From an optimization exercise on the open Yosys and OpenROAD flow, aimed at small area; shortcuts taken in it are not production practice. At most, simulation tests tie the RTL to the original design; equivalence was not proved.

Design window_mult_pipe, start of the top module:
module window_mult_pipe #(
  parameter int K   = 3,
  parameter int NI  = 8,
  parameter int NF  = 8,
  parameter int LAT = 2,
  parameter int CW  = 5
) (
  input  logic                            clk,
  input  logic                            rst_n,
  input  logic                            in_valid,
  output logic                            in_ready,
  input  logic                            sgn_i,
  input  logic [K*K*NI-1:0]               i_flat,
  input  logic [K*K*NF-1:0]               f_flat,
  input  logic [CW-1:0]                   row_in,
  input  logic [CW-1:0]                   col_in,
  input  logic                            done_in,
  output logic                            out_valid,
  input  logic                            out_ready,
  output logic [K*K*(NI+NF)-1:0]          d_flat,
  output logic [CW-1:0]                   row_out,
  output logic [CW-1:0]                   col_out,
  output logic                            done_out,
  output logic [NI+NF+$clog2(K*K)-1:0]    sum_o
);
==> flow/config.mk <==
export PLATFORM = sky130hd
export DESIGN_NAME = window_mult_pipe
export DESIGN_NICKNAME = window_mult_pipe
export VERILOG_FILES = /design/flow/design.v
export SDC_FILE = /design/flow/constraint.sdc
export NUM_CORES = 4
export LEC_CHECK = 0
export CAP_MARGIN = 20
export CORE_MARGIN = 2
export CORE_UTILIZATION = 76
export PLACE_DENSITY = 0.86
export SLEW_MARGIN = 20
export SYNTH_HIERARCHICAL = 1
==> flow/constraint.sdc <==
create_clock -name core_clock -period 6.5 [get_ports {clk}]
set_input_delay 1.3000 -clock core_clock [delete_from_list [all_inputs] [get_ports {clk}]]
set_output_delay 1.3000 -clock core_clock [all_outputs]
set_load 0.01 [all_outputs]
standard.sh (not shown) runs the stock make flow with config.mk's settings and CLKGATE_MAP_FILE= SYNTH_SCRIPT=/design/flow/synth_recipe.tcl, a recipe that flattens the netlist after the stock synthesis.
==> flow/flow/run.sh <==
#!/bin/bash
# The standard layout, with the port buffers made of the smallest buffer and a clock tree
# without dummy loads. Each tool's output goes to orfs/logs; make's own output to flow_make.log.
set -euo pipefail
bash standard.sh \
  "BUFFER_PORTS_ARGS=-buffer_cell sky130_fd_sc_hd__buf_1" \
  "CTS_ARGS=-sink_clustering_enable -repair_clock_nets -dont_use_dummy_load -sink_clustering_size 14 -sink_clustering_max_diameter 45 -buf_list {sky130_fd_sc_hd__clkbuf_4 sky130_fd_sc_hd__clkbuf_8}" \
  finish > flow_make.log 2>&1
The starting point completed without violations.
Next try:
==> flow/flow/run.sh (replaced) <==
#!/bin/bash
# The standard layout, with the port buffers made of the smallest buffer and a clock tree
# without dummy loads. Each tool's output goes to orfs/logs; make's own output to flow_make.log.
set -euo pipefail
bash standard.sh \
  "BUFFER_PORTS_ARGS=-buffer_cell sky130_fd_sc_hd__buf_1" \
  "CTS_ARGS=-sink_clustering_enable -repair_clock_nets -dont_use_dummy_load -sink_clustering_size 18 -sink_clustering_max_diameter 60 -buf_list {sky130_fd_sc_hd__clkbuf_8}" \
  finish > flow_make.log 2>&1
What happened:
- fmax went down by 0.52%
- die area does not change
- count of clock-buffer cells in the layout went down by 13
- worst setup slack got worse by 33 ps
- area after synthesis stays the same
- design area went down by 0.56%

========
window_mult_pipe, a different RTL version from the one above (not shown whole).
For scale: roughly 2700 cells after synthesis, roughly 35000 µm² of cells after synthesis.
clock: 6.5 ns
lec_check: 0
abc_area: 1
cap_margin: 20
core_margin: 2
core_utilization: 60
place_density: 0.72
slew_margin: 20
synth_hierarchical: 1
==> flow/flow/run.sh <==
#!/bin/bash
# The standard layout, with the port buffers made of the smallest buffer and a clock tree
# without dummy loads. Each tool's output goes to orfs/logs; make's own output to flow_make.log.
set -euo pipefail
bash standard.sh \
  "BUFFER_PORTS_ARGS=-buffer_cell sky130_fd_sc_hd__buf_1" \
  "CTS_ARGS=-sink_clustering_enable -repair_clock_nets -dont_use_dummy_load -sink_clustering_size 18 -sink_clustering_max_diameter 60 -buf_list {sky130_fd_sc_hd__clkbuf_8}" \
  finish > flow_make.log 2>&1
The starting point finished clean.
Rerun with:
Settings changed: ABC_AREA 1 to default.
The changed run passed the timing, design-rule and antenna checks.
Utilization went up by 0.30 points.
First-iteration DRC count went down by a few percent.
Register-to-register slack degrades by 0.28 ns.
Final cell count went down by a few percent.
Synthesized cell count went down by a little under a tenth.
Wire length went down by a few percent.
Worst setup slack degrades by 0.28 ns.
Fmax went down by a few percent.

========
window_mult_pipe, a different RTL version from the one above (not shown whole).
Size: ~2400 cells after synthesis, roughly 340 I/O pins, ~34000 µm² of cells after synthesis.
## window_mult_pipe
module window_mult_pipe #(
  parameter int K   = 3,
  parameter int NI  = 8,
  parameter int NF  = 8,
  parameter int LAT = 2,
  parameter int CW  = 5
) (
  input  logic                            clk,
  input  logic                            rst_n,
  input  logic                            in_valid,
  output logic                            in_ready,
  input  logic                            sgn_i,
  input  logic [K*K*NI-1:0]               i_flat,
  input  logic [K*K*NF-1:0]               f_flat,
  input  logic [CW-1:0]                   row_in,
  input  logic [CW-1:0]                   col_in,
  input  logic                            done_in,
  output logic                            out_valid,
  input  logic                            out_ready,
  output logic [K*K*(NI+NF)-1:0]          d_flat,
  output logic [CW-1:0]                   row_out,
  output logic [CW-1:0]                   col_out,
  output logic                            done_out,
  output logic [NI+NF+$clog2(K*K)-1:0]    sum_o
);
  localparam int N  = K * K;
  localparam int W  = NI + NF;
  localparam int SW = W + $clog2(N);
  localparam int SB = 2 * CW + 1;
  logic w_en;
  assign w_en     = !out_valid || out_ready;
  assign in_ready = w_en;
  logic [2:0] r_vld;
  always_ff @(posedge clk or negedge rst_n) begin
    if (!rst_n)    r_vld <= '0;
    else if (w_en) r_vld <= {r_vld[1:0], in_valid};
  end
  assign out_valid = r_vld[2];
  logic [N*NI-1:0] r1_i;
  logic [N*NF-1:0] r1_f;
  logic            r1_s;
  logic [SB-1:0]   r1_sb, r2_sb, r3_sb;
  logic [N*W-1:0]  r2_d, r3_d;
  logic [N*W-1:0]  w_prod;
  for (genvar e = 0; e < N; e++) begin : g_lane
    wm_mul u_mul (.p(r1_i[e*NI +: NI]), .pn(~r1_i[e*NI +: NI]), .s(r1_s), .f(r1_f[e*NF +: NF]),
                  .fn(~r1_f[e*NF +: NF]), .y(w_prod[e*W +: W]));
  end
  always_ff @(posedge clk) begin
    if (w_en) begin
  ...
export LEC_CHECK = 0
export CAP_MARGIN = 20
export CORE_MARGIN = 2
export CORE_UTILIZATION = 60
export PLACE_DENSITY = 0.72
export SLEW_MARGIN = 20
export SYNTH_HIERARCHICAL = 1
create_clock -name core_clock -period 6.5 [get_ports {clk}]
==> flow/flow/run.sh <==
#!/bin/bash
# The standard layout, with the port buffers made of the smallest buffer and a clock tree
# without dummy loads. Each tool's output goes to orfs/logs; make's own output to flow_make.log.
set -euo pipefail
bash standard.sh \
  "BUFFER_PORTS_ARGS=-buffer_cell sky130_fd_sc_hd__buf_1" \
  "CTS_ARGS=-sink_clustering_enable -repair_clock_nets -dont_use_dummy_load -sink_clustering_size 24 -sink_clustering_max_diameter 80 -buf_list {sky130_fd_sc_hd__clkbuf_8 sky130_fd_sc_hd__clkbuf_16}" \
  finish > flow_make.log 2>&1
The starting point finished clean.
Rerun with:
--- a/flow/flow/run.sh
+++ b/flow/flow/run.sh
@@ -7 +7 @@
-  "CTS_ARGS=-sink_clustering_enable -repair_clock_nets -dont_use_dummy_load -sink_clustering_size 24 -sink_clustering_max_diameter 80 -buf_list {sky130_fd_sc_hd__clkbuf_8 sky130_fd_sc_hd__clkbuf_16}" \
+  "CTS_ARGS=-sink_clustering_enable -repair_clock_nets -dont_use_dummy_load" \
- CORE_UTILIZATION: 60 -> 40
- GPL_TIMING_DRIVEN: default -> 0
- PLACE_DENSITY: 0.72 -> default
After rerunning:
- The new run passed the timing, design-rule and antenna checks
- clock-buffer cell count is higher by 22
- via count goes up by 2.2%
- first-iteration DRC count goes up by 6.3%
- worst setup slack is worse by 0.046 ns
- die area climbs by 49%
No run of this note included a check of the RTL's function; only the layout flow was run.

-- static timing again, ports no longer ideal --
No port has a modelled driver above. Below, the same layouts with a new extraction and two added sets of constraints.
Step 1, drivers: a clkbuf_16 drives clk and a buf_2 each remaining input, both assumed.
Step 2, shift: input delay + t, output delay - t, t = (earliest + latest rising clock arrival at the registers) / 2. This alone moves slack from input paths to output paths.
Slacks: ideal / step 1 / step 2; pairs: ideal / step 1.
run	t (ns)	slack for setup (ns)	clock arrival spread, ns	worst slew at a driven data input, ns
the first run of note 1	0.686	0.115 / 0.062 / 0.443	0.070 / 0.070	0.06
the second run of note 1	0.666	0.082 / 0.032 / 0.464	0.070 / 0.069	0.07
the first run of note 2	0.699	0.656 / 0.656 / 0.656	0.080 / 0.080	0.05
the second run of note 2	0.696	0.376 / 0.376 / 0.376	0.078 / 0.078	0.05
the first run of note 3	0.613	0.110 / 0.049 / 0.144	0.060 / 0.060	0.06
the second run of note 3	0.692	0.064 / 0.004 / 0.064	0.047 / 0.047	0.06
After both steps every run listed still meets setup and hold.
